Source: an optimization exercise on an open RTL-to-GDS flow (aim: small area). Production flows keep margins and buffers that such runs may drop.
Function was checked by simulation only, so behaviour that the tests miss may differ from the original.
No activity file was given, so power comes from the tool's default toggle rates.

<file path="design/flow/run.sh">
#!/bin/bash
# synth_recipe.tcl (not shown) runs the flow's synth.tcl, then flattens the netlist and writes it again
# the make line also repeats each setting of config.mk as NAME=value (left out here)
make -C /OpenROAD-flow-scripts/flow DESIGN_CONFIG=/design/flow/config.mk WORK_HOME=/design/flow/orfs CLKGATE_MAP_FILE= SYNTH_SCRIPT=/design/flow/synth_recipe.tcl finish
</file>
<file path="design/flow/config.mk">
export PLATFORM = sky130hd
export DESIGN_NAME = ebpf_data_mem
export DESIGN_NICKNAME = ebpf_data_mem
export VERILOG_FILES = /design/flow/design.v
export SDC_FILE = /design/flow/constraint.sdc
export NUM_CORES = 4
export LEC_CHECK = 0
export CAP_MARGIN = 10
export CORE_MARGIN = 2
export CORE_UTILIZATION = 50
export SLEW_MARGIN = 10
</file>
<file path="design/flow/constraint.sdc">
create_clock -name core_clock -period 12.0 [get_ports {clk}]
set_input_delay 2.4000 -clock core_clock [delete_from_list [all_inputs] [get_ports {clk}]]
set_output_delay 2.4000 -clock core_clock [all_outputs]
set_load 0.01 [all_outputs]
</file>
<file path="design/flow/design.v">
module ebpf_data_mem #(
    parameter int DEPTH_LOG2  = 5,
    parameter int BYTE_ADDR_W = 64
) (
    input  logic                   clk,
    input  logic                   rst,
    input  logic                   req_valid,
    output logic                   req_ready,
    input  logic                   req_write,
    input  logic                   req_xadd,
    input  logic [1:0]             req_size,
    input  logic [BYTE_ADDR_W-1:0] req_addr,
    input  logic [63:0]            req_wdata,
    output logic                   rsp_valid,
    output logic [63:0]            rsp_rdata,
    output logic                   rsp_err
);
    localparam int DEPTH = 1 << DEPTH_LOG2;
    localparam int TOP   = DEPTH_LOG2 + 3;
    logic [63:0] mem_q [DEPTH];
    logic [DEPTH_LOG2-1:0] idx;
    logic [2:0]            lane;
    logic                  misaligned;
    logic                  out_of_range;
    logic                  req_err;
    logic                  accept;
    logic                  go_xadd;
    logic                  xc;           
    assign idx  = req_addr[DEPTH_LOG2+2:3];
    assign lane = req_addr[2:0];
    always_comb begin
        case (req_size)
            2'd0:    misaligned = 1'b0;
            2'd1:    misaligned = lane[0];
            2'd2:    misaligned = |lane[1:0];
            default: misaligned = |lane;
        endcase
    end
    assign out_of_range = |req_addr[BYTE_ADDR_W-1:TOP];
    assign req_err   = misaligned | out_of_range | (req_xadd & ~req_size[1]);
    assign req_ready = ~xc & ~rst;
    assign accept    = req_valid & req_ready;
    assign go_xadd   = accept & req_xadd & ~req_err;
    logic [63:0] wd_al;
    always_comb begin
        for (int j = 0; j < 8; j++) begin
            case (req_size)
                2'd0:    wd_al[8*j +: 8] = req_wdata[8*(j & 0) +: 8];
                2'd1:    wd_al[8*j +: 8] = req_wdata[8*(j & 1) +: 8];
                2'd2:    wd_al[8*j +: 8] = req_wdata[8*(j & 3) +: 8];
                default: wd_al[8*j +: 8] = req_wdata[8*(j & 7) +: 8];
            endcase
        end
    end
    logic [DEPTH_LOG2-1:0] x_idx;
    logic                  x_hi;         
    logic                  x_dw;         
    logic [63:0]           x_add;
    always_ff @(posedge clk) begin
        x_idx <= idx;
        x_hi  <= lane[2];
        x_dw  <= req_size[0];
        x_add <= wd_al;
    end
    always_ff @(posedge clk) begin
        if (rst) xc <= 1'b0;
        else     xc <= go_xadd;
    end
    logic [DEPTH_LOG2-1:0] a_idx;
    logic [2:0]            a_lane;
    logic [1:0]            a_size;
    logic                  rd_en;
    logic                  wr_en;
    assign a_idx  = xc ? x_idx : idx;
    assign a_lane = xc ? {x_hi, 2'b00} : lane;
    assign a_size = xc ? {1'b1, x_dw} : req_size;
    assign rd_en = (xc & ~rst) | (accept & ~req_write & ~req_xadd & ~req_err);
    assign wr_en = (xc & ~rst) | (accept &  req_write & ~req_xadd & ~req_err);
    logic [7:0] be;
    always_comb begin
        for (int j = 0; j < 8; j++) begin
            case (a_size)
                2'd0:    be[j] = (a_lane == 3'(j));
                2'd1:    be[j] = (a_lane[2:1] == 2'(j >> 1));
                2'd2:    be[j] = (a_lane[2] == 1'(j >> 2));
                default: be[j] = 1'b1;
            endcase
        end
    end
    logic [DEPTH-1:0] dec;
    always_comb begin
        for (int w = 0; w < DEPTH; w++) dec[w] = (a_idx == DEPTH_LOG2'(w));
    end
    logic [63:0] port;
    always_comb begin
        port = 64'h0;
        for (int w = 0; w < DEPTH; w++)
            port = port | (mem_q[w] & {64{dec[w] & rd_en}});
    end
    logic [32:0] sum_lo;
    logic [31:0] sum_hi;
    assign sum_lo = {1'b0, port[31:0]} + {1'b0, x_add[31:0]};
    assign sum_hi = port[63:32] + x_add[63:32] + {31'b0, sum_lo[32] & x_dw};
    logic [63:0] col;
    assign col = xc ? {sum_hi, sum_lo[31:0]} : wd_al;
    always_ff @(posedge clk) begin
        for (int w = 0; w < DEPTH; w++)
            for (int b = 0; b < 8; b++)
                if (wr_en && dec[w] && be[b]) mem_q[w][8*b +: 8] <= col[8*b +: 8];
    end
    logic [7:0]  rd_b0;
    logic [7:0]  rd_b1;
    logic [63:0] rd_al;
    always_comb begin
        rd_b0 = 8'h0;
        for (int l = 0; l < 8; l++)
            rd_b0 = rd_b0 | (port[8*l +: 8] & {8{a_lane == 3'(l)}});
    end
    always_comb begin
        rd_b1 = 8'h0;
        for (int l = 0; l < 4; l++)
            rd_b1 = rd_b1 | (port[16*l + 8 +: 8] & {8{a_lane[2:1] == 2'(l)}});
    end
    assign rd_al[7:0]   = rd_b0;
    assign rd_al[15:8]  = rd_b1 & {8{a_size != 2'd0}};
    assign rd_al[31:16] = ((port[31:16] & {16{~a_lane[2]}}) | (port[63:48] & {16{a_lane[2]}}))
                          & {16{a_size[1]}};
    assign rd_al[63:32] = port[63:32] & {32{a_size == 2'd3}};
    logic resp;
    assign resp = (accept & ~go_xadd) | (xc & ~rst);
    always_ff @(posedge clk) begin
        rsp_valid <= resp;
        if (rst | resp) begin
            rsp_rdata <= rd_al;
            rsp_err   <= accept & req_err;
        end
    end
endmodule
</file>
==> impl.org, run 1 <==
** GRT
- For this run, the total global-route usage over all layers was measured as 0.376.
- Entering global routing, the biggest net connects 66 pins.
- Initial antenna violation count :: 20
- The via count of the first global-routing pass was 53.8k.
- The first global-routing pass estimated ~450 mm of wire.
- For this run the aggregate overflow at the end of global routing stands at 0.

** Floorplan
- The die covers 0.173 sq mm.
- Die Width :: a little over 400 microns
- Vert. Die Dim :: 416 microns
- Row generation in the floorplan step produced between 150 and 200 rows.
- Initial core utilization :: 0.502
- The core region is approximately 0.17 sq mm.
- I/O pin count :: between 200 and 250

** Clocking
- The later pin in the worst-skew pair is clocked with a latency of roughly 0.90 ns.
- Clock transition time at the flip-flop clock pins of the worst setup and hold paths :: ~0.06 ns
- Count of instances resized after the clock tree is built :: 0
- Buffers inserted to repair hold after CTS numbered 0.
- The number of clock buffers added by TritonCTS is 215.
- Maximum level of the CTS H-tree :: 4
- Master cell of the clock root buffer :: sky130_fd_sc_hd__clkbuf_16
- In this run the post-CTS setup repair buffer count came out at 0.
- The clock net in this run drives a total of roughly 2.2k sinks.
- TritonCTS clock tree :: built
- Buffers from clock root to sink, at most :: 3

** Routing
- For this block, wires on met1 add up to approximately 130 mm.
- Dividing the detail-routed via count by the number of cells gives roughly 7.
- The first TritonRoute pass finished after 11 iterations.
- For this run, design rule violations remaining after detail routing come to 0.
- The count of nets left with antenna violations once routing finished came out at 0.
- Routed wire length :: between 300 and 400 mm
- Detail-routed net length per standard cell :: between 30 and 40 microns
- Signal routing reaches up to met5.
- The routed design uses around 140 mm of met2 wire.
- The detailed router placed approximately 58k vias in this run.
- WL met3 :: approximately 45 mm
- After the first detailed-routing iteration, the DRC count stood at approximately 11k.

** Cells and area
- Layout Area Growth over Synthesis :: 16.9%
- Filler cell count :: around 13k
- With fillers left out, the area of the finished cells amounts to approximately 0.1 sq mm.
- Leaving out fill and tap cells, the most frequent cell in the layout is sky130_fd_sc_hd__edfxtp_1.
- In the final layout, the multi-input gates occupy 0.0190 sq mm.
- Most frequent cells in the layout :: 2,113 x sky130_fd_sc_hd__edfxtp_1, 665 x sky130_fd_sc_hd__a22oi_1, 391 x sky130_fd_sc_hd__buf_4
- Share of final-layout standard cells stronger than drive strength 1 :: 0.149
- Register area :: ~0.065 sq mm
- Number of nets in the final layout :: 6,045

** Synthesis
- The number of nets in the synthesized netlist is 5,537.
- The average instance in the mapped netlist occupies around 16 sq um.
- After synthesis, the share of flip-flops with an asynchronous set or reset is 0.
- Primary flip-flop cell chosen by synthesis mapping :: sky130_fd_sc_hd__edfxtp_1
- The share of synthesized area in the top cell type comes to 0.748.
- Post-synth top area cell :: sky130_fd_sc_hd__edfxtp_1
- Yosys reg bits :: 2,186
- The synthesized design contains 2,113 enable-type register cells.
- Yosys attributes the largest share of cell area to sky130_fd_sc_hd__edfxtp_1 75%, sky130_fd_sc_hd__a22oi_1 6.0%, sky130_fd_sc_hd__nor2_1 1.9%.
- Synthesis instantiated 84 different standard cells from the library.
- After synthesis the cells add up to 0.0848 sq mm.
- For this run, the register share of the synthesized area comes to 0.765.
- The cell count after synthesis came out at roughly 5.3k.
- Warning count from the yosys run :: 2

** Timing
- Setup slack closes at 0.915 ns.
- Transition at the pin with the smallest max-transition slack :: around 1.5 ns
- Worst hold slack :: 0.776 ns
- Setup TNS :: 0 ns
- Subtracting the final worst setup slack from the clock period gives 11.08 ns.
- Relative slew margins :: -0.0109
- Number of endpoints failing setup at the final stage :: 0
- Setup repair after global routing missed its margin :: no
- Count of final hold-check violations :: 0
- Dividing the final minimum period by the clock period gives 0.924.
- Between clock sinks in the finished design, the worst skew comes to around 0.05 ns.
- Maximum clock frequency :: 90.2 MHz
- Count of pins over their slew limit :: 1

** Placement
- In this run the cell area measured after placement is between 0.09 and 0.1 sq mm.
- Routability congestion estimate from global placement :: just under 1
- Worst slack at placement :: around 0.25 ns
- I/O Buffers :: between 200 and 250
- Final HPWL from detailed placement :: ~220 mm

** Setup path
- Category of the critical setup timing path :: input port to flip-flop
- CP endpoint kind :: flip-flop
- In this design, the stage delay of the slowest critical-path cell is between 0.7 and 0.8 ns.
- CP bufs+invs :: 5
- Biggest fanout along the worst timing path :: 32
- The kind of cell with the highest combined delay along the critical path is compound AO/OA/AOI/OAI gates.
- On the critical path, the stage with the largest delay is an instance of sky130_fd_sc_hd__nor3_1.
- The worst setup path is launched from an input port.
- Data arrives at the worst endpoint at about 12 ns.
- For the worst setup path, the data required time is 12.63 ns.
- Most frequent CP cell :: sky130_fd_sc_hd__o21ai_0

** Min path
- Kind of path behind the tightest hold check :: flip-flop to flip-flop

** Pwr
- Dividing total power by cell area gives a power density of about 160 mW/mm^2.
- Summed over all cells, the static leakage comes to approximately 32 nW.
- Across the VDD grid, the largest voltage drop is between 0.15 and 0.2 mV.

** Job
- Max-cap violations :: 1

** Status
- Run status :: finished with violations
- Failed Checks :: capacitance limit, slew limit
==> flip-flops by register name, indices dropped and copies added (netlist names) <==
| register | flops |
|---|---|
| mem_q | 2048 |
| rsp_rdata | 64 |
| x_add | 64 |
| x_idx | 5 |
| rsp_err | 1 |
| rsp_valid | 1 |
| x_dw | 1 |
| x_hi | 1 |
| xc | 1 |
==> kinds of logic (layout without fill, tap and decap cells) <==
| group | Yosys count | in the layout | synth area share |
|---|---|---|---|
| flops | 2186 | 2186 | 0.765 |
| xor+xnor | 42 | 42 | 0.00434 |
| compound gates | 1455 | 1455 | 0.130 |
| other cells | 0 | 13 | 0 |
| simple gates | 1153 | 1153 | 0.0647 |
| mux | 56 | 56 | 0.00729 |
| buf+inv | 372 | 1054 | 0.0183 |
| fa+ha+maj | 69 | 69 | 0.0104 |
==> power breakdown <==
| part | switching, mW | internal [mW] | leakage (nW) |
|---|---|---|---|
| Clock | 2.96 | 3.75 | 3.34 |
| Combinational | 0.600 | 0.233 | 9.00 |
| Sequential | 0.0152 | 8.48 | 20.0 |
==> worst register-to-register path: cells and delay by family (launching register included) <==
kind | cells | cell delay [ns]
AOI/OAI and AO/OA | 20 | 4.77
buffers and inverters | 3 | 0.65
DFF | 1 | 0.73
adders and majority gates | 3 | 1.31
muxes | 1 | 0.30
and+or+nand+nor | 5 | 1.46
xor gates and xnor gates | 1 | 0.16
==> layer usage <==
metal / track usage / vias to the layer above
met5: 0 / -
met2: 0.548 / 4735
met3: 0.0923 / 697
li1: - / 22900
met4: 0.142 / 12
met1: 0.549 / 29600
==> worst paths after layout <==
| kind | cells after the start | slack (ns) | start | end |
|---|---|---|---|---|
| worst max-delay path | 37 | 0.92 | req_size[1] | mem_q[12][56] |
| worst min-delay path | 2 | 0.78 | mem_q[26][47] | rsp_rdata[47] |
| worst max register to register | 33 | 2.37 | xc | mem_q[12][56] |
| worst min register to register | 2 | 0.78 | mem_q[26][47] | rsp_rdata[47] |
==> Yosys cell counts (7+ instances only) <==
master	n
sky130_fd_sc_hd__a2111oi_0	18
sky130_fd_sc_hd__a211o_1	7
sky130_fd_sc_hd__a211oi_1	18
sky130_fd_sc_hd__a21o_1	23
sky130_fd_sc_hd__a21oi_1	111
sky130_fd_sc_hd__a221oi_1	79
sky130_fd_sc_hd__a222oi_1	109
sky130_fd_sc_hd__a22o_1	104
sky130_fd_sc_hd__a22oi_1	680
sky130_fd_sc_hd__a31oi_1	46
sky130_fd_sc_hd__and2_1	24
sky130_fd_sc_hd__and3_1	79
sky130_fd_sc_hd__and3b_1	7
sky130_fd_sc_hd__and4_1	19
sky130_fd_sc_hd__buf_1	38
sky130_fd_sc_hd__buf_2	95
sky130_fd_sc_hd__clkbuf_1	183
sky130_fd_sc_hd__dfxtp_1	73
sky130_fd_sc_hd__edfxtp_1	2113
sky130_fd_sc_hd__ha_1	66
sky130_fd_sc_hd__inv_1	46
sky130_fd_sc_hd__mux2_2	46
sky130_fd_sc_hd__mux2i_1	10
sky130_fd_sc_hd__nand2_1	260
sky130_fd_sc_hd__nand2b_1	8
sky130_fd_sc_hd__nand3_1	108
sky130_fd_sc_hd__nand3b_1	9
sky130_fd_sc_hd__nand4_1	78
sky130_fd_sc_hd__nor2_1	422
sky130_fd_sc_hd__nor3_1	45
sky130_fd_sc_hd__nor3b_1	7
sky130_fd_sc_hd__nor4_1	27
sky130_fd_sc_hd__o2111ai_1	13
sky130_fd_sc_hd__o211ai_1	14
sky130_fd_sc_hd__o21a_1	10
sky130_fd_sc_hd__o21ai_0	88
sky130_fd_sc_hd__o21bai_1	10
sky130_fd_sc_hd__o221ai_1	25
sky130_fd_sc_hd__o22a_1	9
sky130_fd_sc_hd__o22ai_1	28
sky130_fd_sc_hd__o31ai_1	7
sky130_fd_sc_hd__or3_1	20
sky130_fd_sc_hd__xnor2_1	28
sky130_fd_sc_hd__xor2_1	14
==> through the flow <==
stage | instances | utilization | power [mW]
after floorplan | 5333 | - | 9.00
after global placement | 7835 | 0.546 | 9.45
after detailed placement | 7838 | 0.546 | 9.46
after CTS | 8229 | 0.586 | 16.0
after global routing | 8234 | 0.587 | 16.4
final | 8246 | 0.587 | 16.0
==> cell type report <==
cell class / instances / area share
antenna: 13 / 0.000328
clock buffer: 269 / 0.0568
clock inverter: 122 / 0.0124
inverter: 48 / 0.00182
multi-input combinational: 2775 / 0.191
sequential: 2186 / 0.655
tap: 2218 / 0.0280
timing repair buffer: 615 / 0.0545
==> run 2, diff against run 1 <==
--- a/design/flow/config.mk
+++ b/design/flow/config.mk
@@ -6,6 +6,6 @@
 export NUM_CORES = 4
 export LEC_CHECK = 0
-export CAP_MARGIN = 10
+export CAP_MARGIN = 40
 export CORE_MARGIN = 2
-export CORE_UTILIZATION = 50
-export SLEW_MARGIN = 10
+export CORE_UTILIZATION = 35
+export SLEW_MARGIN = 20
==> run 2 against run 1 <==
  * Now clean on timing, DRC and antenna
  * Via count up 1.3%
  * Hold slack better by 0.069 ns
  * Utilization down 16 points
  * Area after synthesis unchanged
  * Global-route usage down 11 points
  * Clock power up 0.7%
  * Synthesized cell count unchanged
  * First-iteration DRC count up 2.7%
  * Die area up 42%
==> impl.org, run 2 <==
** Timing
- Relative slew margins :: 0.328
- Maximum clock frequency :: 86.7 MHz
- Setup violations remaining at the end of the flow were counted as 0.
- Fin crit period :: roughly 12 ns
- Setup repair after global routing missed its margin :: no
- Transition at the pin with the smallest max-transition slack :: ~1.0 ns
- For the final routed database, the setup TNS stands at 0 ns.
- Count of pins over their slew limit :: 0
- Count of final hold-check violations :: 0
- Of the available clock period, the critical path in the final layout requires 0.961.
- Final Skew :: between 0.08 and 0.09 ns

** Pwr
- Max IR drop VDD :: 0.154 mV
- Overall Power :: ~16 mW
- Power per cell area :: 157 mW/mm^2
- Summed over all cells, the static leakage comes to around 33 nW.

** Synthesis
- Average cell area after synthesis :: approximately 16 sq um
- Yosys reg bits :: roughly 2.2k
- Counting every instance in the synthesized netlist gives approximately 5.3k.
- Cells taking the most area after synthesis :: sky130_fd_sc_hd__edfxtp_1 75%, sky130_fd_sc_hd__a22oi_1 6.0%, sky130_fd_sc_hd__nor2_1 1.9%
- The most used flip-flop cell after synthesis is sky130_fd_sc_hd__edfxtp_1.
- During synthesis, Yosys emitted a total of 2 warnings.
- Number of enable-type register cells in the synthesized netlist :: 2,113
- By count the netlist is led by 2,113 x sky130_fd_sc_hd__edfxtp_1, 680 x sky130_fd_sc_hd__a22oi_1, 422 x sky130_fd_sc_hd__nor2_1.
- Portion of the post-synthesis area used by sequential elements :: 0.765
- Syn_nets :: ~5.5k
- Yosys instantiated no cell more often than sky130_fd_sc_hd__edfxtp_1.
- Netlist area before placement :: roughly 0.085 sq mm
- Summed over all instances, the cell type with the most area after synthesis is sky130_fd_sc_hd__edfxtp_1.
- Of the post-synthesis cell area, the dominant cell type holds 0.748.
- Counting flops with an async set or reset pin after synthesis yields a share of 0.
- Count of distinct cell types in the synthesized netlist :: 84

** GRT
- The first global-routing pass estimated roughly 450 mm of wire.
- For this run, the total global-route usage over all layers was measured as 0.262.
- Entering global routing, the biggest net connects between 60 and 70 pins.
- The number of antenna violations at the first check in global routing was 17.
- For this run the aggregate overflow at the end of global routing stands at 0.
- Number of global-route vias before repair :: roughly 55k

** Setup path
- Of all nets on the critical path, the largest fanout is 32.
- CP Data Arrival Time :: ~12 ns
- CP bufs+invs :: 7
- The slowest stage of the critical path is the sky130_fd_sc_hd__nor2_1 cell.
- For the worst flop-to-flop path, the logic depth is 36.
- Required time of the worst setup path :: 12.62 ns
- Largest stage delay on the critical path :: between 0.7 and 0.8 ns
- The startpoint identified for the worst register-to-register timing path is xc.
- RR Endpoint :: mem_q[11][56]
- Category of the critical setup timing path :: input port to flip-flop
- The worst setup path is captured at a flip-flop.
- Flop-to-flop setup slack :: approximately 1.8 ns
- The worst setup path is launched from an input port.
- Top cell family by delay on the critical path :: compound AO/OA/AOI/OAI gates

** Clocking
- Gates resized during post-CTS repair numbered 0.
- Master cell of the clock root buffer :: sky130_fd_sc_hd__clkbuf_16
- Clock transition time at the flip-flop clock pins of the worst setup and hold paths :: ~0.06 ns
- In this run, CTS created clock tree buffers numbering 212.
- TritonCTS built the clock tree.
- The H-tree was split into 4 levels.
- The later pin in the worst-skew pair is clocked with a latency of around 0.91 ns.
- Number of clock sinks seen by CTS :: ~2.2k
- Number of hold-repair buffers added at the cts stage :: 0
- Buffers from clock root to sink, at most :: 3
- In this run the post-CTS setup repair buffer count came out at 0.

** Floorplan
- The die covers approximately 0.25 sq mm.
- The die is just under 500 microns wide.
- Number of rows in the core area :: 180
- Initial core utilization :: 0.352
- I/O pin count :: about 200
- In this run the standard cell core region covers 0.241 sq mm.
- In this run the vertical extent of the chip is between 400 and 500 microns.

** Routing
- After detailed routing, the average wire length per cell comes to between 30 and 40 microns.
- After detailed routing, the number of vias per cell comes to ~6.2.
- The count of nets left with antenna violations once routing finished came out at 0.
- After the first detailed-routing iteration, the DRC count stood at between 10k and 15k.
- DR pass1 iterations :: 8
- After detailed routing, the total wire length is between 300 and 400 mm.
- Post-detailed-route DRC marker count :: 0
- The detailed router placed between 50k and 60k vias in this run.

** Min path
- Min-Delay Path Depth :: 2
- Launch instance of the worst min-delay path :: mem_q[8][60]
- The worst hold path terminates at rsp_rdata[60].
- The tightest min-delay check is of the flip-flop to flip-flop type.

** Placement
- The number of placed instances, taps included, is about 9k.
- Final HPWL from detailed placement :: around 230 mm
- I/O Buffers :: roughly 200
- In this run the cell area measured after placement is around 0.095 sq mm.
- Routability congestion estimate from global placement :: 0.987

** Job
- Max-cap violations :: 0

** Cells and area
- Filler cell count :: ~21k
- After routing the design area is 0.102 sq mm.
- Leaving out fill and tap cells, the most frequent cell in the layout is sky130_fd_sc_hd__edfxtp_1.
- Layout Area Growth over Synthesis :: 20.6%
- The net count of the finished layout is approximately 6.2k.
- In the layout the commonest cells are 2,113 x sky130_fd_sc_hd__edfxtp_1, 665 x sky130_fd_sc_hd__a22oi_1, 528 x sky130_fd_sc_hd__buf_4.
- Share of final-layout standard cells stronger than drive strength 1 :: 0.182
- End-of-flow core utilization :: 0.425
- Final Instance Count excl. Fillers :: ~9.4k
- Largest register FFs :: about 2.0k
- Largest registers in the final layout :: mem_q: 2048 flops, rsp_rdata: 64 flops, x_add: 64 flops
- Ranked by flip-flop count, first place goes to mem_q.

** Status
- Run status :: complete, no violations
[run 2: cell types whose count changed in the layout (fill, tap and decap cells not counted), moves of 10 or more]
cell / previous run / this run
sky130_fd_sc_hd__buf_4: 391 / 528
sky130_fd_sc_hd__nor2_2: 28 / 76
sky130_fd_sc_hd__nor2_1: 384 / 343
sky130_fd_sc_hd__buf_6: 1 / 28
sky130_fd_sc_hd__buf_8: 0 / 10
sky130_fd_sc_hd__nand2_1: 246 / 256
sky130_fd_sc_hd__nand2_2: 14 / 4
[run 2: layout make-up]
cell class / count / area [sq um] / share of cell area
Multi-Input combinational cell: 2775 / 19000 / 0.186
Sequential cell: 2186 / 64900 / 0.635
Clock buffer: 258 / 5540 / 0.0542
Inverter: 48 / 180 / 0.00176
Timing Repair Buffer: 803 / 7140 / 0.0698
Clock inverter: 141 / 1480 / 0.0145
Antenna cell: 11 / 27.5 / 0.000269
Tap cell: 3185 / 3990 / 0.0390
[run 2: worst max path at each step]
stage                start             to  slack [ns]  depth (start not counted)
2_1_floorplan  req_size[0]   mem_q[0][44]        0.93                         34
3_3_place_gp   req_addr[3]  mem_q[15][56]       -0.13                         37
3_5_place_dp           rst   mem_q[4][56]       -0.03                         35
4_1_cts                rst  mem_q[14][56]        0.84                         35
5_1_grt                rst  mem_q[10][56]        0.35                         35
6_report       req_addr[6]  mem_q[11][56]        0.47                         37
[run 2: logic make-up (layout without fill, tap and decap cells)]
family | Yosys count | in the layout | share of synthesized area
AND/OR/NAND/NOR | 1153 | 1153 | 0.0647
buffers and inverters | 372 | 1250 | 0.0183
flip-flops | 2186 | 2186 | 0.765
AO/OA/AOI/OAI | 1455 | 1455 | 0.130
adder cells (fa/ha/maj) | 69 | 69 | 0.0104
other | 0 | 11 | 0
XOR/XNOR | 42 | 42 | 0.00434
multiplexers | 56 | 56 | 0.00729
[run 2: worst min-delay path, cell delays in order (launching register included)]
cell	delay [ns]
sky130_fd_sc_hd__edfxtp_1	0.32
sky130_fd_sc_hd__a222oi_1	0.07
sky130_fd_sc_hd__a31oi_1	0.28
[run 2: layer usage]
metal	part of all wire	up-vias	wire (microns)	GRT usage
li1	-	23200	-	-
met1	0.38	29600	125000	0.368
met2	0.43	5020	143000	0.387
met3	0.15	748	48200	0.0691
met4	0.047	6	15500	0.107
met5	0.00012	-	41	0
[run 2: per-stage QoR]
| step | hold slack [ns] | setup WS, ns |
|---|---|---|
| after detailed placement | 0.813 | -0.0256 |
| after global placement | 0.796 | -0.126 |
| final | 0.845 | 0.468 |
| after global routing | 0.896 | 0.353 |
| after floorplan | 0.601 | 0.929 |
| after CTS | 0.822 | 0.843 |
[run 2: where the power goes]
group          switching [mW]  leakage, nW  internal [mW]
clock                    3.01         3.37           3.74
combinational           0.596         10.1          0.241
sequential             0.0156         20.0           8.48
total                    3.62         33.5           12.5
==> run 3, diff against run 2 <==
--- a/design/flow/config.mk
+++ b/design/flow/config.mk
@@ -9,3 +9,4 @@
 export CORE_MARGIN = 2
 export CORE_UTILIZATION = 35
+export CTS_BUF_LIST = sky130_fd_sc_hd__clkbuf_4 sky130_fd_sc_hd__clkbuf_8
 export SLEW_MARGIN = 20
==> run 3 against run 2 <==
  * Area after synthesis unchanged
  * Sequential power about the same
  * Setup slack better by 0.28 ns
  * First-iteration DRC count down 0.25%
  * Final area up 0.15%
  * Clock skew up 0.071 ns
  * Maximum frequency up 2.5%
  * Total power down 0.76%
  * Still clean on timing, DRC and antenna
  * Die area unchanged
==> impl.org, run 3 <==
** Timing
- Relative slew margins :: 0.346
- Final Skew :: roughly 0.15 ns
- For this run, the top clock speed supported by timing is roughly 90 MHz.
- At the pin with the least slew margin, the transition time is between 0.9 and 1 ns.
- Worst hold slack :: 0.855 ns
- The count of pins over their slew limit was 0.
- Setup repair after global routing left no endpoint under its margin.
- In the finished design, the share of the clock period the worst path needs comes to 0.938.
- Worst Slack Setup Final :: approximately 0.74 ns
- Setup violations remaining at the end of the flow were counted as 0.
- Fin crit period :: approximately 11 ns
- After routing, the total negative slack on setup checks comes to 0 ns.
- The number of failing hold endpoints at the final stage came to 0.

** Cells and area
- In the final layout, the registers with the most flip-flops are mem_q: 2048 flops, rsp_rdata: 64 flops, x_add: 64 flops.
- The net count of the finished layout is roughly 6.4k.
- Of the cells placed in the final design, the portion with a size suffix greater than 1 is 0.216.
- Final std cell area, no fill :: roughly 0.1 sq mm
- Most frequent cells in the layout :: 2,113 x sky130_fd_sc_hd__edfxtp_1, 665 x sky130_fd_sc_hd__a22oi_1, 528 x sky130_fd_sc_hd__buf_4
- Layout Area Growth over Synthesis :: 20.8%
- Leaving out filler cells and counting taps, the final layout contains ~9.6k.
- The register with the most flip-flops in the layout has 2,048 of them.
- Leaving out fill and tap cells, the most frequent cell in the layout is sky130_fd_sc_hd__edfxtp_1.
- Register ranked first by flip-flop count :: mem_q

** Synthesis
- Of the post-synthesis cell area, the dominant cell type holds 0.748.
- Syn_nets :: between 5k and 6k
- Average cell area after synthesis :: between 15 and 20 sq um
- For this run, the leading register cell type out of synthesis is sky130_fd_sc_hd__edfxtp_1.
- Warning count from the yosys run :: 2
- Of the synthesized area, sequential elements account for 0.765.
- Yosys mapped the design onto 84 distinct sky130hd cell types.
- Async set-or-reset flop fraction in the synthesized netlist :: 0
- The commonest cells after synthesis are 2,113 x sky130_fd_sc_hd__edfxtp_1, 680 x sky130_fd_sc_hd__a22oi_1, 422 x sky130_fd_sc_hd__nor2_1.
- The largest total area in the synthesized netlist belongs to sky130_fd_sc_hd__edfxtp_1.
- Cells taking the most area after synthesis :: sky130_fd_sc_hd__edfxtp_1 75%, sky130_fd_sc_hd__a22oi_1 6.0%, sky130_fd_sc_hd__nor2_1 1.9%
- Synthesis handed over a netlist of approximately 5.3k instances.
- Netlist area before placement :: around 0.085 sq mm
- Yosys reg bits :: approximately 2.2k
- Number of enable-type register cells in the synthesized netlist :: around 2.1k
- In the post-synthesis netlist, the cell with the most instances is sky130_fd_sc_hd__edfxtp_1.

** Clocking
- Buffers from clock root to sink, at most :: 4
- In this run the number of H-tree levels came out at 5.
- Number of buffers inserted to repair setup after CTS :: 0
- Clock transition time at the flip-flop clock pins of the worst setup and hold paths :: about 0.060 ns
- TritonCTS clock tree :: built
- Post-CTS repair changed the size of 0 cells.
- Number of clock sinks seen by CTS :: around 2.2k
- In this run, CTS created clock tree buffers numbering 361.
- Master cell of the clock root buffer :: sky130_fd_sc_hd__clkbuf_8
- At the later pin of the worst-skew pair, clock insertion delay measures between 1 and 1.5 ns.
- Number of hold-repair buffers added at the cts stage :: 0

** Setup path
- Along the worst path, the maximum fanout reaches 32.
- The critical path contains buffers and inverters numbering 5 combined.
- Largest stage delay on the critical path :: between 0.5 and 0.6 ns
- Required time of the worst setup path :: roughly 13 ns
- CP endpoint kind :: flip-flop
- The critical path starts at rst.
- In this design, the largest share of critical-path delay is due to compound AO/OA/AOI/OAI gates.
- CP Data Arrival Time :: 12.04 ns
- Most frequent CP cell :: sky130_fd_sc_hd__o21ai_0
- In this run the critical register-to-register path is launched from xc.
- The worst setup path is launched from an input port.
- On the critical path, the stage with the largest delay is an instance of sky130_fd_sc_hd__or4b_1.
- The setup path with the least slack is of type input port to flip-flop.

** Pwr
- The share of total power dissipated in combinational logic is 0.052.
- Cell Int Power :: between 10 and 15 mW
- Clock share of power :: 0.415
- Max IR drop VDD :: approximately 0.11 mV
- The share of total power dissipated in sequential elements is 0.532.
- Power per cell area :: 156 mW/mm^2
- Of the total power, the share spent switching nets is 0.226.
- Pleak :: approximately 34 nW
- Switching power of the nets :: 3.60 mW

** Placement
- In this run the tool buffered the top-level ports with ~200 buffer cells.
- After legalization and detailed placement, the total HPWL measured ~230 mm.
- Inst Count DP :: between 8k and 9k
- Worst slack at placement :: -0.0256 ns
- Routability congestion estimate from global placement :: between 0.9 and 1
- Post-DP Area :: roughly 0.095 sq mm

** Floorplan
- Number of rows in the core area :: 180
- In this run the standard cell core region covers roughly 0.24 sq mm.
- Die Width :: between 400 and 500 microns
- The die is just under 500 microns tall.
- I/O pin count :: 202
- The die covers approximately 0.25 sq mm.
- The initial utilization of the core area, before any placement, comes to 0.352.

** Routing
- First-iteration detailed-routing DRC count :: 10.8k
- Once detail routing completed, the nets flagged for antenna violations numbered 0.
- The routed layout has 59.6k vias.
- Post-detailed-route DRC marker count :: 0
- Detail-routed net length per standard cell :: approximately 35 microns
- In the routed layout, each cell is associated on average with a via count of about 6.
- For this run, the detailed router's first-pass iteration total came to 9.
- Routed wire length :: 334 mm

** Job
- The tool flagged a number of max-cap violations equal to 0.

** GRT
- Total track usage :: 0.264
- Total congestion overflow :: 0
- The first global-routing pass estimated between 400 and 500 mm of wire.
- Initial antenna violation count :: 22
- The via count of the first global-routing pass came to 56.1k.
- Entering global routing, the biggest net connects 66 pins.

** Min path
- The worst hold path begins at mem_q[25][60].
- The tightest min-delay check is of the flip-flop to flip-flop type.

** Status
- The flow ran to the end and the layout has no timing, DRC or antenna violations.
[run 3: cell types whose count changed in the layout (fill, tap and decap cells not counted), sizes merged]
cell / delta
buf: +1
bufinv: -4
clkbuf: +245
clkinvlp: -3
diode: +4
inv: -4
[run 3: cells by family after synthesis]
| kind of cell | Yosys count | share of synthesized area |
|---|---|---|
| buf+inv | 372 | 0.0183 |
| flops | 2186 | 0.765 |
| fa+ha+maj | 69 | 0.0104 |
| xor+xnor | 42 | 0.00434 |
| compound gates | 1455 | 0.130 |
| mux | 56 | 0.00729 |
| simple gates | 1153 | 0.0647 |
[run 3: final timing paths]
check | cells past startpoint | end | slack, ns
worst max-delay path | 35 | mem_q[25][56] | 0.74
worst min-delay path | 2 | rsp_rdata[60] | 0.85
worst max register to register | 36 | mem_q[25][56] | 1.88
worst min register to register | 2 | rsp_rdata[60] | 0.85
[run 3: area by class of cell]
cell class	instances	area (sq um)
sequential	2186	64900
antenna	15	37.5
timing repair buffer	804	7150
clock inverter	130	1010
multi-input combinational	2775	19000
fill	21300	138000
tap	3185	3990
inverter	48	180
clock buffer	503	6140
[run 3: power by group through the flow]
stage	clock network (mW)	logic, mW	registers, mW
global route	6.97	0.862	8.50
finish	6.63	0.836	8.50
CTS	6.65	0.804	8.50
detailed placement	0	0.802	8.66
global placement	0	0.785	8.66
floorplan	0	0.334	8.67
[run 3: tightest hold or removal path: cells and delay by family, from the launching register on]
family         cells  cell delay (ns)
AO/OA/AOI/OAI      2             0.39
flip-flops         1             0.33
[run 3: metrics by stage]
stage | power [mW] | util
floorplan | 9.00 | -
global route | 16.3 | 0.425
finish | 16.0 | 0.426
detailed placement | 9.46 | 0.395
global placement | 9.45 | 0.388
CTS | 16.0 | 0.425
[run 3: routing by layer]
layer | global-route usage | share of wire
met3 | 0.0739 | 0.14
met5 | 0 | 0.000057
met4 | 0.108 | 0.043
met1 | 0.365 | 0.38
met2 | 0.391 | 0.43
==> run 4, diff against run 3 <==
--- a/design/flow/design.v
+++ b/design/flow/design.v
@@ -88,13 +88,44 @@
         end
     end
-    logic [DEPTH-1:0] dec;
+    logic [3:0]       pre_lo_r;
+    logic [3:0]       pre_lo_w;
+    logic [7:0]       pre_hi;
+    logic [DEPTH-1:0] rsel;      
+    logic [DEPTH-1:0] wsel_n;    
     always_comb begin
-        for (int w = 0; w < DEPTH; w++) dec[w] = (a_idx == DEPTH_LOG2'(w));
+        for (int i = 0; i < 4; i++) begin
+            pre_lo_r[i] = (a_idx[1:0] == 2'(i)) & rd_en;
+            pre_lo_w[i] = (a_idx[1:0] == 2'(i)) & wr_en;
+        end
+        for (int i = 0; i < 8; i++) pre_hi[i] = (a_idx[4:2] == 3'(i));
+        for (int w = 0; w < DEPTH; w++) begin
+            rsel[w]   =   pre_lo_r[w % 4] & pre_hi[w / 4];
+            wsel_n[w] = ~(pre_lo_w[w % 4] & pre_hi[w / 4]);
+        end
+    end
+    localparam int NG = (DEPTH + 2) / 3;
+    logic [63:0] grp_n [NG];
+    for (genvar g = 0; g < NG; g++) begin : g_rd
+        for (genvar i = 0; i < 64; i++) begin : g_bit
+            if (3*g + 2 < DEPTH) begin : g3
+                ebpf_dmem_aoi222 u_aoi (
+                    .a0(mem_q[3*g][i]),   .s0(rsel[3*g]),
+                    .a1(mem_q[3*g+1][i]), .s1(rsel[3*g+1]),
+                    .a2(mem_q[3*g+2][i]), .s2(rsel[3*g+2]),
+                    .y_n(grp_n[g][i])
+                );
+            end else begin : g2
+                ebpf_dmem_aoi22 u_aoi (
+                    .a0(mem_q[3*g][i]),   .s0(rsel[3*g]),
+                    .a1(mem_q[3*g+1][i]), .s1(rsel[3*g+1]),
+                    .y_n(grp_n[g][i])
+                );
+            end
+        end
     end
     logic [63:0] port;
     always_comb begin
         port = 64'h0;
-        for (int w = 0; w < DEPTH; w++)
-            port = port | (mem_q[w] & {64{dec[w] & rd_en}});
+        for (int g = 0; g < NG; g++) port = port | ~grp_n[g];
     end
     logic [32:0] sum_lo;
@@ -104,8 +135,16 @@
     logic [63:0] col;
     assign col = xc ? {sum_hi, sum_lo[31:0]} : wd_al;
+    logic [7:0] be_n;
+    assign be_n = ~be;
+    logic [7:0] we [DEPTH];
+    for (genvar w = 0; w < DEPTH; w++) begin : g_we
+        for (genvar b = 0; b < 8; b++) begin : g_b
+            ebpf_dmem_nor2 u_we (.a(wsel_n[w]), .b(be_n[b]), .y(we[w][b]));
+        end
+    end
     always_ff @(posedge clk) begin
         for (int w = 0; w < DEPTH; w++)
             for (int b = 0; b < 8; b++)
-                if (wr_en && dec[w] && be[b]) mem_q[w][8*b +: 8] <= col[8*b +: 8];
+                if (we[w][b]) mem_q[w][8*b +: 8] <= col[8*b +: 8];
     end
     logic [7:0]  rd_b0;
@@ -137,2 +176,20 @@
     end
 endmodule
+module ebpf_dmem_aoi222 (
+    input  logic a0, s0, a1, s1, a2, s2,
+    output logic y_n
+);
+    assign y_n = ~((a0 & s0) | (a1 & s1) | (a2 & s2));
+endmodule
+module ebpf_dmem_aoi22 (
+    input  logic a0, s0, a1, s1,
+    output logic y_n
+);
+    assign y_n = ~((a0 & s0) | (a1 & s1));
+endmodule
+module ebpf_dmem_nor2 (
+    input  logic a, b,
+    output logic y
+);
+    assign y = ~(a | b);
+endmodule
==> design/flow/config.mk (replaced) <==
export PLATFORM = sky130hd
export DESIGN_NAME = ebpf_data_mem
export DESIGN_NICKNAME = ebpf_data_mem
export VERILOG_FILES = /design/flow/design.v
export SDC_FILE = /design/flow/constraint.sdc
export NUM_CORES = 4
export LEC_CHECK = 0
export CAP_MARGIN = 20
export CORE_MARGIN = 2
export CORE_UTILIZATION = 40
export CTS_CLUSTER_DIAMETER = 80
export CTS_CLUSTER_SIZE = 20
export SLEW_MARGIN = 20
export SYNTH_HIERARCHICAL = 1
==> run 4 against run 3 <==
  * Area after synthesis down 3.6%
  * Hold slack worse by 0.0012 ns
  * Clock skew shrank 0.11 ns
  * First-iteration DRC count shrank 18%
  * Routed wire length fell by 20%
  * Total power decreased by 15%
  * Register-to-register slack better by 1.0 ns
  * Final cell count decreased by 18%
  * Non-clock buffer count fell by 281
  * Count of clock-buffer cells in the layout down 327
  * Flip-flop and latch count unchanged
  * Global-route usage down 1.2 points
  * Critical path type unchanged
  * Highest routed layer unchanged
==> impl.org, run 4 <==
** GRT
- Total congestion overflow :: 0
- Maximum number of pins on one net before global-route repair :: 62
- Wire length of the first global-routing pass :: roughly 370 mm
- The number of antenna violations at the first check in global routing was 6.
- For this run, the total global-route usage over all layers was measured as 0.252.
- Number of global-route vias before repair :: 49.2k

** Synthesis
- Each instance of the synthesized netlist takes up on average around 18 sq um.
- Async set-or-reset flop fraction in the synthesized netlist :: 0
- In this run, synthesis produced a sequential element count of between 2k and 2.5k.
- The Yosys step of the flow raised 11 warnings.
- Post-synth top area cell :: sky130_fd_sc_hd__edfxtp_1
- Synthesized instance count :: between 4k and 5k
- In this run the cell area of the synthesized design comes to approximately 0.082 sq mm.
- Synth top area share :: 0.776
- After synthesis, the netlist uses a little under 80 different library cells.
- Of the synthesized area, sequential elements account for 0.794.
- Counting instances in the post-synthesis netlist gives the leading cell types as 2,113 x sky130_fd_sc_hd__edfxtp_1, 641 x sky130_fd_sc_hd__a222oi_1, 456 x sky130_fd_sc_hd__nor2_1.
- For this run, the leading register cell type out of synthesis is sky130_fd_sc_hd__edfxtp_1.
- Number of enable-type register cells in the synthesized netlist :: approximately 2.1k
- Sorting the synthesized cells by area gives the leading types as sky130_fd_sc_hd__edfxtp_1 78%, sky130_fd_sc_hd__a222oi_1 7.8%, sky130_fd_sc_hd__nor2_1 2.1%.
- By instance count, the leading cell after synthesis is sky130_fd_sc_hd__edfxtp_1.
- Syn_nets :: roughly 4.8k

** Timing
- Setup repair after global routing left no endpoint under its margin.
- Clock skew on the completed layout was measured at about 0.038 ns.
- Setup violations remaining at the end of the flow were counted as 0.
- Count of final hold-check violations :: 0
- Relative slew margins :: 0.188
- Maximum clock frequency :: 90.3 MHz
- Transition at the pin with the smallest max-transition slack :: 1.22 ns
- After routing, the total negative slack on setup checks comes to 0 ns.
- Final critical-path share of the clock period :: 0.923
- The count of pins over their slew limit came to 0.
- Fin crit period :: roughly 11 ns

** Floorplan
- The floorplan has roughly 170 rows.
- Die Width :: about 460 microns
- Placeable core region :: just over 0.2 sq mm
- Initial core utilization :: 0.403
- Vert. Die Dim :: 456 microns
- I/O pin count :: approximately 200
- The die covers approximately 0.21 sq mm.

** Cells and area
- In the final layout, the share of cells above drive strength 1 is 0.128.
- After routing the design area is 0.0938 sq mm.
- Layout Area Growth over Synthesis :: 14.7%
- Most common cell after layout, fill and taps aside :: sky130_fd_sc_hd__edfxtp_1
- Largest register FFs :: 2,048
- The register with the most flip-flops in the final layout is mem_q.
- Number of nets in the final layout :: between 5k and 6k
- The largest registers in the layout are mem_q: 2048 flops, rsp_rdata: 64 flops, x_add: 64 flops.
- Final Instance Count excl. Fillers :: 7,931
- The top cell types in the final layout, fill and taps aside, are 2,113 x sky130_fd_sc_hd__edfxtp_1, 641 x sky130_fd_sc_hd__a222oi_1, 423 x sky130_fd_sc_hd__nor2_1.

** Job
- Max-cap violations :: 0

** Setup path
- Category of the critical setup timing path :: input port to flip-flop
- In this run the worst path has a maximum fanout of 32.
- The cell that appears most often on the critical path is sky130_fd_sc_hd__buf_4.
- STA classifies the critical path startpoint as an input port.
- STA puts the critical path data arrival time at 11.60 ns.
- CP bufs+invs :: 9
- On the critical path, the stage with the largest delay is an instance of sky130_fd_sc_hd__clkdlybuf4s50_1.
- STA classifies the critical path endpoint as a flip-flop.
- Top cell family by delay on the critical path :: simple AND/OR/NAND/NOR gates
- Largest stage delay on the critical path :: 0.65 ns
- At the worst endpoint, the required time is 12.53 ns.

** Pwr
- Pleak :: around 30 nW
- Power per cell area :: 145 mW/mm^2
- Across the VDD grid, the largest voltage drop is around 0.15 mV.

** Clocking
- Maximum level of the CTS H-tree :: 4
- Post-CTS timing repair inserted 0 buffers for setup.
- Count of instances resized after the clock tree is built :: 0
- TritonCTS built the clock tree.
- Buffers from clock root to sink, at most :: 3
- Worst-Skew Late Latency :: around 0.83 ns
- Clock-pin slew was measured on the worst setup and hold paths at 0.08 ns.
- Cts bufs inserted :: approximately 130
- After clock tree synthesis, the flow added hold-fix buffers numbering 0.
- The root buffer cell chosen for the clock tree is sky130_fd_sc_hd__clkbuf_16.
- For this design, the sink count on the clock tree is 2,186.

** Status
- The flow ran to the end and the layout has no timing, DRC or antenna violations.

** Routing
- Detail-routed net length per standard cell :: about 34 microns
- The count of nets left with antenna violations once routing finished came out at 0.
- The detailed router placed between 50k and 60k vias in this run.
- The final layout contains routed wiring with a total length of between 200 and 300 mm.
- DR pass1 iterations :: 13
- After detailed routing, the number of vias per cell comes to around 6.3.
- After the first detailed-routing iteration, the DRC count stood at ~8.8k.
- Post-detailed-route DRC marker count :: 0

** Placement
- The count of buffers added on input and output ports is roughly 200.
- Routability congestion estimate from global placement :: around 1.1
- Inst Count DP :: a little under 8k
- Summing all placed instances gives a cell area of about 0.09 sq mm.
- Once detailed placement completed, the half-perimeter wirelength came to 190 mm.

** Min path
- The path class of the tightest hold or removal check is flip-flop to flip-flop.
==> run 4: changes by cell type after synthesis, moves of 63 or more <==
cell,before,now
sky130_fd_sc_hd__a221oi_1,79,5
sky130_fd_sc_hd__a222oi_1,109,641
sky130_fd_sc_hd__a22o_1,104,2
sky130_fd_sc_hd__a22oi_1,680,31
sky130_fd_sc_hd__a22oi_2,1,64
sky130_fd_sc_hd__and3_1,79,13
sky130_fd_sc_hd__buf_2,95,0
sky130_fd_sc_hd__clkbuf_1,183,60
sky130_fd_sc_hd__nand2_1,260,190
sky130_fd_sc_hd__nand4_1,78,166
==> run 4: cell families after synthesis <==
kind of cell	share of synthesized area
DFF	0.794
AOI/OAI and AO/OA	0.119
and+or+nand+nor	0.0592
buffers and inverters	0.00603
adders and majority gates	0.0108
muxes	0.00693
xor gates and xnor gates	0.00407
==> run 4: final cells by class <==
class	count	area (sq um)
Timing Repair Buffer	523	4670
Inverter	61	229
Antenna cell	4	10.0
Tap cell	2672	3340
Multi-Input combinational cell	2287	16800
Clock buffer	176	3520
Clock inverter	22	246
Fill cell	17300	109000
Sequential cell	2186	64900
==> run 4: per-layer routing <==
layer | track usage | vias up | routed length, microns
li1 | - | 21200 | -
met1 | 0.309 | 25700 | 96600
met2 | 0.412 | 2828 | 129000
met3 | 0.0460 | 591 | 23000
met4 | 0.159 | 12 | 19300
met5 | 0 | - | 80
==> run 4: path summary, 6_finish.rpt <==
path,from,slack [ns],depth (start not counted),to
worst min register to register,mem_q[22][35],0.85,5,rsp_rdata[35]
worst min-delay path,mem_q[22][35],0.85,5,rsp_rdata[35]
worst max register to register,xc,2.90,31,mem_q[19][60]
worst max-delay path,req_size[1],0.92,36,mem_q[19][60]
==> run 4: power by group <==
part | leakage (nW) | internal [mW] | total (mW) | switching (mW)
clock | 1.82 | 2.09 | 4.52 | 2.44
combinational | 8.43 | 0.159 | 0.583 | 0.424
sequential | 20.2 | 8.47 | 8.48 | 0.0139
==> run 4: worst register-to-register path, delay by kind of cell, from the launching register on <==
family	cells	cell delay, ns
fa+ha+maj	3	0.86
compound gates	8	2.01
mux	1	0.55
buf+inv	7	1.46
xor+xnor	1	0.17
flops	1	0.46
simple gates	11	3.27
==> run 4: modules after synthesis (local to each module, per instance) <==
module | cells | cell area [sq um] | copies in the design | flip-flops and latches
ebpf_data_mem | 3644 | 73600 | 1 | 2186
ebpf_dmem_aoi22 | 1 | 12.5 | 64 | 0
ebpf_dmem_aoi222 | 1 | 10.0 | 640 | 0
ebpf_dmem_nor2 | 1 | 3.75 | 256 | 0
==> run 4: stage by stage <==
step | util | power (mW) | worst slack [ns] | hold slack (ns)
after detailed placement | 0.444 | 9.23 | 0.294 | 0.851
after global placement | 0.444 | 9.22 | 0.276 | 0.847
after floorplan | - | 8.90 | 0.375 | 0.653
final | 0.463 | 13.6 | 0.922 | 0.853
after CTS | 0.462 | 13.7 | 1.09 | 0.858
after global routing | 0.463 | 13.9 | 0.353 | 0.916
==> run 5, diff against run 4 <==
--- a/design/flow/config.mk
+++ b/design/flow/config.mk
@@ -6,5 +6,5 @@
 export NUM_CORES = 4
 export LEC_CHECK = 0
-export CAP_MARGIN = 20
+export CAP_MARGIN = 40
 export CORE_MARGIN = 2
 export CORE_UTILIZATION = 40
==> run 5 against run 4 <==
  * Sequential power about the same
  * Setup slack got worse by 0.035 ns
  * Die area unchanged
  * Largest power group unchanged
==> impl.org, run 5 <==
** Cells and area
- Across the whole layout, storage elements account for 0.0649 sq mm.
- mem_q holds more flip-flops than any other register.
- Summing all multi-input logic gate instances after layout gives approximately 0.017 sq mm.
- The register with the most flip-flops in the layout has just over 2k of them.
- Fill cells in the final layout number about 17k.
- After the flow finishes, the layout carries non-filler instances totaling ~8k.
- Final std cell area, no fill :: around 0.095 sq mm
- Largest registers in the final layout :: mem_q: 2048 flops, rsp_rdata: 64 flops, x_add: 64 flops
- The library cell used most frequently in the layout, excluding fill and tap cells, is sky130_fd_sc_hd__edfxtp_1.
- Of the cells placed in the final design, the portion with a size suffix greater than 1 is 0.145.
- Relative to the synthesized area, the layout overhead comes to 15.7%.
- The library cells used most frequently in the layout, excluding fill and tap cells, are 2,113 x sky130_fd_sc_hd__edfxtp_1, 641 x sky130_fd_sc_hd__a222oi_1, 423 x sky130_fd_sc_hd__nor2_1.
- Number of nets in the final layout :: approximately 5.5k

** Synthesis
- After technology mapping, the gate count stands at 4,604.
- Post-synth top area cell :: sky130_fd_sc_hd__edfxtp_1
- By count the netlist is led by 2,113 x sky130_fd_sc_hd__edfxtp_1, 641 x sky130_fd_sc_hd__a222oi_1, 456 x sky130_fd_sc_hd__nor2_1.
- Ranked by total cell area, the synthesized netlist is headed by sky130_fd_sc_hd__edfxtp_1 78%, sky130_fd_sc_hd__a222oi_1 7.8%, sky130_fd_sc_hd__nor2_1 2.1%.
- Netlist area before placement :: just over 0.08 sq mm
- The synthesized design contains roughly 2.1k enable-type register cells.
- Cell with the most instances after synthesis :: sky130_fd_sc_hd__edfxtp_1
- The share of the Yosys chip area taken by registers is 0.794.
- The share of synthesized area in the top cell type comes to 0.776.
- Syn_nets :: between 4k and 5k
- In the synthesized netlist the dominant register cell turns out to be sky130_fd_sc_hd__edfxtp_1.
- Average cell area after synthesis :: about 18 sq um
- Async set-or-reset flop fraction in the synthesized netlist :: 0
- Count of distinct cell types in the synthesized netlist :: 78
- For this run, the number of Yosys warnings is 11.
- Synthesis inferred about 2.2k register bits.

** Routing
- After detailed routing, the average wire length per cell comes to roughly 34 microns.
- Detailed-route vias per instance :: between 6 and 7
- Across all layers, the routed design uses ~51k vias.
- Summed over all layers, the routed wires come to ~270 mm.
- Post-detailed-route DRC marker count :: 0
- In this run, the number of DRC markers left after iteration 0 of detailed routing was about 8.9k.
- DR pass1 iterations :: 15
- The detail route stage leaves a number of antenna-violating nets equal to 0.

** Timing
- Final critical-path share of the clock period :: 0.926
- Timing would allow up to roughly 90 MHz.
- Hold timing on the final database bottoms out at a slack of slightly below 0.9 ns.
- In the post-route analysis, the smallest setup slack over all paths is slightly below 0.9 ns.
- Fin crit period :: around 11 ns
- For the pin with the worst max-slew slack, the measured transition is roughly 1.1 ns.
- For the final database, setup skew stands at between 0.03 and 0.04 ns.
- The count of pins over their slew limit was 0.
- The number of failing hold endpoints at the final stage came to 0.
- Setup repair after global routing left no endpoint under its margin.
- Relative slew margins :: 0.254
- Setup violations remaining at the end of the flow were counted as 0.
- In the final timing run, aggregate negative setup slack is 0 ns.

** Min path
- The worst hold path belongs to the class flip-flop to flip-flop.
- The startpoint identified for the worst hold timing path is mem_q[25][33].
- The worst hold path was traced through 5 stages.
- The worst hold path terminates at rsp_rdata[33].

** Setup path
- The most numerous cell type found on the critical path is sky130_fd_sc_hd__buf_4.
- STA classifies the critical path startpoint as an input port.
- STA classifies the critical path endpoint as a flip-flop.
- The worst register-to-register path has a depth of 31.
- RR Endpoint :: mem_q[18][60]
- Largest stage delay on the critical path :: 0.65 ns
- Required time of the worst setup path :: between 10 and 15 ns
- Slowest cell on the critical path :: sky130_fd_sc_hd__clkdlybuf4s50_1
- The critical path is of the input port to flip-flop type.
- The worst register-to-register path begins at xc.
- In this run the worst path has a maximum fanout of 32.
- CP Data Arrival Time :: 11.63 ns
- Flop-to-flop setup slack :: 2.81 ns

** Pwr
- Sequential fraction of design power :: 0.625
- For this design the total switching power over the nets is ~2.9 mW.
- In this run the power density over the cells is between 100 and 150 mW/mm^2.
- In this run the static leakage power is ~31 nW.
- Max IR drop VDD :: between 0.15 and 0.2 mV
- Cell Int Power :: 10.7 mW
- Of the total power, the share spent switching nets is 0.212.
- Comb power frac :: 0.044
- Clock share of power :: 0.331

** Floorplan
- The core region is approximately 0.2 sq mm.
- Vert. Die Dim :: 456 microns
- In this run the count of I/O pins placed on the die edge is 202.
- Total Die Area :: roughly 0.21 sq mm
- Number of rows in the core area :: 165
- Initial core utilization :: 0.403
- The floorplan step set the die width to between 400 and 500 microns.

** Placement
- In this run, placement finished with an instance count of 7,777.
- Worst slack at placement :: about 0.29 ns
- Input and output buffers added on the ports amount to ~200.
- Post-DP Area :: between 0.09 and 0.1 sq mm
- Final HPWL from detailed placement :: roughly 190 mm
- Routability congestion estimate from global placement :: between 1 and 1.5

** Clocking
- Number of buffers inserted to repair setup after CTS :: 0
- The clock reaches the later pin of the worst-skew pair after about 0.82 ns.
- The root buffer cell chosen for the clock tree is sky130_fd_sc_hd__clkbuf_16.
- Clock transition time at the flip-flop clock pins of the worst setup and hold paths :: approximately 0.080 ns
- Cts bufs inserted :: around 130
- Number of clock sinks seen by CTS :: between 2k and 2.5k
- Post-CTS repair changed the size of 0 cells.
- Buffers from clock root to sink, at most :: 3
- The H-tree was split into 4 levels.
- The number of hold buffers added after CTS was 0.
- TritonCTS clock tree :: built

** GRT
- Initial antenna violation count :: 5
- Maximum number of pins on one net before global-route repair :: between 60 and 70
- Total congestion overflow :: 0
- The via count of the first global-routing pass was 49.6k.
- The first global-routing pass estimated 375 mm of wire.
- Total track usage :: 0.252

** Job
- Max-cap violations in this run came to 0.

** Status
- The run finished with no timing, DRC or antenna violations.
## run 5: cell counts after synthesis
No cell type changed its count.
## run 5: worst max path at each step
| stage | cells past startpoint | startpoint | to | slack [ns] |
|---|---|---|---|---|
| after floorplan | 31 | req_size[1] | mem_q[0][55] | 0.37 |
| after global placement | 37 | req_size[1] | mem_q[10][58] | 0.28 |
| after detailed placement | 36 | req_size[1] | mem_q[18][60] | 0.29 |
| after CTS | 36 | req_size[1] | mem_q[18][60] | 1.07 |
| after global routing | 36 | req_size[1] | mem_q[18][60] | 0.44 |
| final | 36 | req_size[1] | mem_q[18][60] | 0.89 |
## run 5: logic make-up after synthesis
logic type               after synthesis  share of synthesized area
flip-flops                          2186                      0.794
AO/OA/AOI/OAI                       1084                      0.119
AND/OR/NAND/NOR                     1045                     0.0592
buffers and inverters                131                    0.00603
adder cells (fa/ha/maj)               69                     0.0108
multiplexers                          51                    0.00693
XOR/XNOR                              38                    0.00407
## run 5: power groups by stage
stage          combinational, mW  sequential (mW)  clock (mW)
4_1_cts                    0.579             8.48        4.57
3_5_place_dp               0.577             8.66           0
3_3_place_gp               0.561             8.66           0
5_1_grt                    0.623             8.49        4.81
6_report                   0.591             8.48        4.50
2_1_floorplan              0.237             8.67           0
## run 5: through the flow
step	util	total power, mW
after global routing	0.467	13.9
after floorplan	-	8.90
after CTS	0.464	13.6
after detailed placement	0.446	9.23
after global placement	0.444	9.22
final	0.467	13.6
## run 5: Yosys stat by module, one instance, submodules excluded
module	copies in the design	cells inside
ebpf_dmem_aoi222	640	1
ebpf_dmem_nor2	256	1
ebpf_dmem_aoi22	64	1
ebpf_data_mem	1	3644
## run 5: per-layer routing
metal / GRT usage / up-vias / part of all wire
li1: - / 21400 / -
met1: 0.307 / 26000 / 0.36
met2: 0.411 / 2772 / 0.48
met3: 0.0490 / 600 / 0.084
met4: 0.163 / 4 / 0.074
met5: 0.00413 / - / 0.00046
## run 5: critical path, delay by kind of cell
kind	cells	cell delay, ns
xor gates and xnor gates	1	0.17
buffers and inverters	9	2.57
muxes	1	0.55
and+or+nand+nor	12	2.72
AOI/OAI and AO/OA	9	2.13
adders and majority gates	4	0.99
## run 5: final cells by class
type / count / share of cell area
antenna: 4 / 0.000106
clock buffer: 167 / 0.0365
clock inverter: 24 / 0.00266
inverter: 61 / 0.00242
multi-input combinational: 2287 / 0.178
sequential: 2186 / 0.686
tap: 2672 / 0.0353
timing repair buffer: 624 / 0.0586
==> run 6, diff against run 5 <==
==> design/flow/flow/run.sh (new file) <==
#!/bin/bash
# Standard layout with two changes: the port buffers use the smallest
# buffer cell, and clock tree synthesis clusters at most 20 sinks within
# 80 um per leaf buffer without inserting dummy loads.
set -euo pipefail
bash standard.sh \
  BUFFER_PORTS_ARGS="-buffer_cell sky130_fd_sc_hd__buf_1" \
  CTS_ARGS="-sink_clustering_enable -repair_clock_nets -dont_use_dummy_load -sink_clustering_size 20 -sink_clustering_max_diameter 80" \
  finish > standard.log 2>&1
==> design/flow/standard.sh (new file) <==
#!/bin/bash
# synth_recipe.tcl (not shown) runs the flow's synth.tcl, then flattens the netlist and writes it again
# the make line also repeats each setting of config.mk as NAME=value (left out here)
make -C /OpenROAD-flow-scripts/flow DESIGN_CONFIG=/design/flow/config.mk WORK_HOME=/design/flow/orfs CLKGATE_MAP_FILE= SYNTH_SCRIPT=/design/flow/synth_recipe.tcl "${@:-finish}"
--- a/design/flow/config.mk
+++ b/design/flow/config.mk
@@ -9,6 +9,4 @@
 export CORE_MARGIN = 2
 export CORE_UTILIZATION = 40
-export CTS_CLUSTER_DIAMETER = 80
-export CTS_CLUSTER_SIZE = 20
 export SLEW_MARGIN = 20
 export SYNTH_HIERARCHICAL = 1
removed: design/flow/run.sh
==> run 6 against run 5 <==
  * First-iteration DRC count down 5.1%
  * Via count down 0.52%
  * Critical path depth up 1
  * Final cell count down 1.1%
  * Setup slack better by 0.30 ns
  * Largest cell class unchanged
  * Highest routed layer unchanged
==> impl.org, run 6 <==
** Status
- The run finished with no timing, DRC or antenna violations.

** Placement
- The HPWL after detailed placement is 192 mm.
- Routability congestion estimate from global placement :: about 1.1
- Prior to clock tree synthesis, the placed netlist has a worst setup slack of around 0.45 ns.
- After detailed placement, the total cell area comes to between 0.08 and 0.09 sq mm.
- In this run the tool buffered the top-level ports with between 200 and 250 buffer cells.

** Cells and area
- Most frequent cells in the layout :: 2,113 x sky130_fd_sc_hd__edfxtp_1, 641 x sky130_fd_sc_hd__a222oi_1, 423 x sky130_fd_sc_hd__nor2_1
- In the final layout, the share of cells above drive strength 1 is 0.137.
- Summing all non-filler instances in the final layout gives an area of approximately 0.09 sq mm.
- Number of nets in the final layout :: approximately 5.5k
- Multi-input gate area :: about 0.017 sq mm
- mem_q holds more flip-flops than any other register.
- Relative to the synthesized area, the layout overhead comes to 13.5%.
- Filler cell count :: about 17k
- Largest register FFs :: ~2.0k
- Largest registers in the final layout :: mem_q: 2048 flops, rsp_rdata: 64 flops, x_add: 64 flops
- Register area :: roughly 0.065 sq mm
- Leaving out fill and tap cells, the most frequent cell in the layout is sky130_fd_sc_hd__edfxtp_1.

** Synthesis
- The share of synthesized area in the top cell type comes to 0.776.
- A synthesized cell averages about 18 sq um.
- Netlist area before placement :: ~0.08 sq mm
- Post-Synth Adder-Cell Area :: 0.0108
- The netlist uses just under 80 different library cells.
- Mux share of post-synthesis cell area :: 0.00693
- After synthesis, the share of flip-flops with an asynchronous set or reset is 0.
- Number of enable-type register cells in the synthesized netlist :: 2,113
- Synthesis produced a netlist with a net count of between 4k and 5k.
- The share of the Yosys chip area taken by registers is 0.794.
- Warning count from the yosys run :: 11
- Synthesis produced 4,604 cells.
- Yosys instantiated no cell more often than sky130_fd_sc_hd__edfxtp_1.
- Primary flip-flop cell chosen by synthesis mapping :: sky130_fd_sc_hd__edfxtp_1
- Counting flops and latches in the post-synthesis netlist gives about 2.2k.
- After synthesis, the largest family of logic cells by area is compound AO/OA/AOI/OAI gates.
- Compound-gate portion of the synthesized area :: 0.119
- Fraction of the mapped netlist area in simple logic gates :: 0.0592
- Summed over all instances, the cell type with the most area after synthesis is sky130_fd_sc_hd__edfxtp_1.
- Cells taking the most area after synthesis :: sky130_fd_sc_hd__edfxtp_1 78%, sky130_fd_sc_hd__a222oi_1 7.8%, sky130_fd_sc_hd__nor2_1 2.1%
- Of the total synthesized cell area, the portion taken by XOR and XNOR cells is 0.00407.
- Synth cell count leaders :: 2,113 x sky130_fd_sc_hd__edfxtp_1, 641 x sky130_fd_sc_hd__a222oi_1, 456 x sky130_fd_sc_hd__nor2_1

** Clocking
- Clock transition time at the flip-flop clock pins of the worst setup and hold paths :: ~0.080 ns
- The H-tree was split into 4 levels.
- Number of clock sinks seen by CTS :: about 2.2k
- Gates resized during post-CTS repair numbered 0.
- Buffers from clock root to sink, at most :: 3
- Number of buffers inserted to repair setup after CTS :: 0
- Master cell of the clock root buffer :: sky130_fd_sc_hd__clkbuf_16
- TritonCTS clock tree :: built
- TritonCTS created around 140 clock buffers.
- Number of hold-repair buffers added at the cts stage :: 0
- At the later pin of the worst-skew pair, clock insertion delay measures 0.84 ns.

** Setup path
- At the worst endpoint, the required time is 12.53 ns.
- Along the worst path, the maximum fanout reaches 32.
- The critical path contains buffers and inverters numbering 7 combined.
- Kind of start point of the critical path :: input port
- The number of cells on the worst reg-to-reg path is 28.
- Critical path depth :: 37
- In this design, the critical path's most frequently occurring cell is sky130_fd_sc_hd__buf_4.
- CP endpoint kind :: flip-flop
- CP Data Arrival Time :: between 10 and 15 ns
- Category of the critical setup timing path :: input port to flip-flop
- On the critical path the largest part of the delay comes from simple AND/OR/NAND/NOR gates.
- Slowest cell on the critical path :: sky130_fd_sc_hd__nor2_4
- Flop-to-flop setup slack :: ~2.6 ns
- On the worst path, the slowest cell contributes a delay of approximately 0.80 ns.

** Timing
- Subtracting the final worst setup slack from the clock period gives 10.81 ns.
- Number of endpoints failing setup at the final stage :: 0
- Relative slew margins :: 0.235
- Setup TNS :: 0 ns
- Final Skew :: approximately 0.10 ns
- Setup repair after global routing missed its margin :: no
- Count of pins over their slew limit :: 0
- Maximum clock frequency :: a little over 90 MHz
- The number of failing hold endpoints at the final stage is 0.
- The worst path meets setup with between 1 and 1.5 ns of slack.
- Transition at the pin with the smallest max-transition slack :: approximately 1.1 ns
- Worst hold slack :: approximately 0.81 ns
- Final critical-path share of the clock period :: 0.901

** Pwr
- Power spread over the standard cell area amounts to 144 mW/mm^2.
- In this run the static leakage power is 30.1 nW.
- Of the total power, combinational logic draws 0.040.
- Clock share of power :: 0.323
- The worst-case IR drop observed on VDD is approximately 0.16 mV.
- The analysis attributes to net switching a power of 2.76 mW.
- The share of total power dissipated in sequential elements is 0.636.
- Cell internal power was estimated by the tool at ~11 mW.
- Of the total power, the share spent switching nets is 0.207.

** Min path
- Min-Delay Path Depth :: 2
- Kind of path behind the tightest hold check :: flip-flop to flip-flop

** Routing
- In the routed layout, each cell is associated on average with a via count of ~6.4.
- Total via count after detailed routing :: ~50k
- Wires add up to between 200 and 300 mm.
- Detail-routed net length per standard cell :: approximately 34 microns
- The detail route stage leaves a number of antenna-violating nets equal to 0.
- The detailed router finished its first iteration with 8,489 violations.
- In the routed design, unresolved DRC markers number 0.
- DR pass1 iterations :: 11

** Job
- The tool flagged a number of max-cap violations equal to 0.

** Floorplan
- Total Die Area :: ~0.21 sq mm
- Initial core utilization :: 0.403
- I/O pin count :: slightly above 200
- From left edge to right edge, the die measures approximately 460 microns.
- Row generation in the floorplan step produced 165 rows.
- The die is ~460 microns tall.
- The floorplan step defined a core boundary enclosing approximately 0.2 sq mm.

** GRT
- Total track usage :: 0.252
- Global routing finished with a remaining overflow of 0.
- Initial antenna violation count :: 12
- Number of global-route vias before repair :: roughly 49k
- The first global-routing pass estimated between 300 and 400 mm of wire.
- Entering global routing, the biggest net connects about 50 pins.
-- run 6: cell families (layout without fill, tap and decap cells) --
family / Yosys count / after routing
simple gates: 1045 / 1045
flops: 2186 / 2186
xor+xnor: 38 / 38
buf+inv: 131 / 779
other cells: 0 / 10
mux: 51 / 51
compound gates: 1084 / 1084
fa+ha+maj: 69 / 69
-- run 6: power groups by stage --
stage                     registers (mW)  logic (mW)  clock network, mW
after floorplan                     8.67       0.237                  0
after global placement              8.66       0.518                  0
after detailed placement            8.66       0.533                  0
after CTS                           8.49       0.535               4.38
after global routing                8.49       0.573               4.63
final                               8.49       0.540               4.31
-- run 6: final timing paths --
path / startpoint / to
min: xc / rsp_valid
max: req_size[0] / mem_q[2][60]
min reg2reg: xc / rsp_valid
max reg2reg: xc / mem_q[2][60]
-- run 6: modules after synthesis (local to each module, per instance) --
module,cell area [sq um],cells,copies in the design
ebpf_data_mem,73600,3644,1
ebpf_dmem_aoi22,12.5,1,64
ebpf_dmem_aoi222,10.0,1,640
ebpf_dmem_nor2,3.75,1,256
-- run 6: layout make-up --
| type | count | area share |
|---|---|---|
| Clock buffer | 135 | 0.0364 |
| Tap cell | 2672 | 0.0360 |
| Timing Repair Buffer | 583 | 0.0434 |
| Inverter | 61 | 0.00247 |
| Sequential cell | 2186 | 0.700 |
| Multi-Input combinational cell | 2287 | 0.182 |
| Antenna cell | 10 | 0.000270 |
-- run 6: through the flow --
step	utilization	cells	total power, mW
floorplan	-	4604	8.90
global placement	0.436	7688	9.18
detailed placement	0.439	7745	9.19
CTS	0.456	7880	13.4
global route	0.458	7925	13.7
finish	0.458	7934	13.3
-- run 6: per-layer routing --
| metal | track usage | vias up | routed length, microns |
|---|---|---|---|
| met5 | 0 | - | 48 |
| met4 | 0.147 | 8 | 18400 |
| met3 | 0.0437 | 595 | 21900 |
| met2 | 0.420 | 2717 | 131000 |
| met1 | 0.309 | 25900 | 97300 |
| li1 | - | 21200 | - |
-- run 6: worst min-delay path, cell delays in order (launching register included) --
cell,delay (ns)
sky130_fd_sc_hd__dfxtp_4,0.53
sky130_fd_sc_hd__nor2_1,0.19
sky130_fd_sc_hd__nor2_1,0.05

-- separate check: timing with driven ports --
No port has a modelled driver above. Below, the same layouts with a new extraction and two added sets of constraints.
Step 1 sets driving cells, clkbuf_16 on the clock port and buf_2 on the other inputs (assumed; they add their load-dependent delay and slew).
Step 2 times the ports against the registers' clock, not the clock port: input delays grow and output delays shrink by t, the midpoint of the rising clock arrivals with the driver on.
a / b / c = ideal ports / drivers / drivers and shift; a / b = the first two.
| run | t (ns) | setup WS [ns] |
|---|---|---|
| run 1 | 0.968 | 0.915 / 0.965 / -0.003 |
| run 2 | 0.972 | 0.468 / 0.500 / -0.471 |
| run 3 | 1.140 | 0.744 / 0.765 / -0.375 |
| run 4 | 0.899 | 0.922 / 0.977 / 0.078 |
| run 5 | 0.891 | 0.887 / 0.929 / 0.039 |
| run 6 | 0.879 | 1.188 / 1.251 / 0.372 |
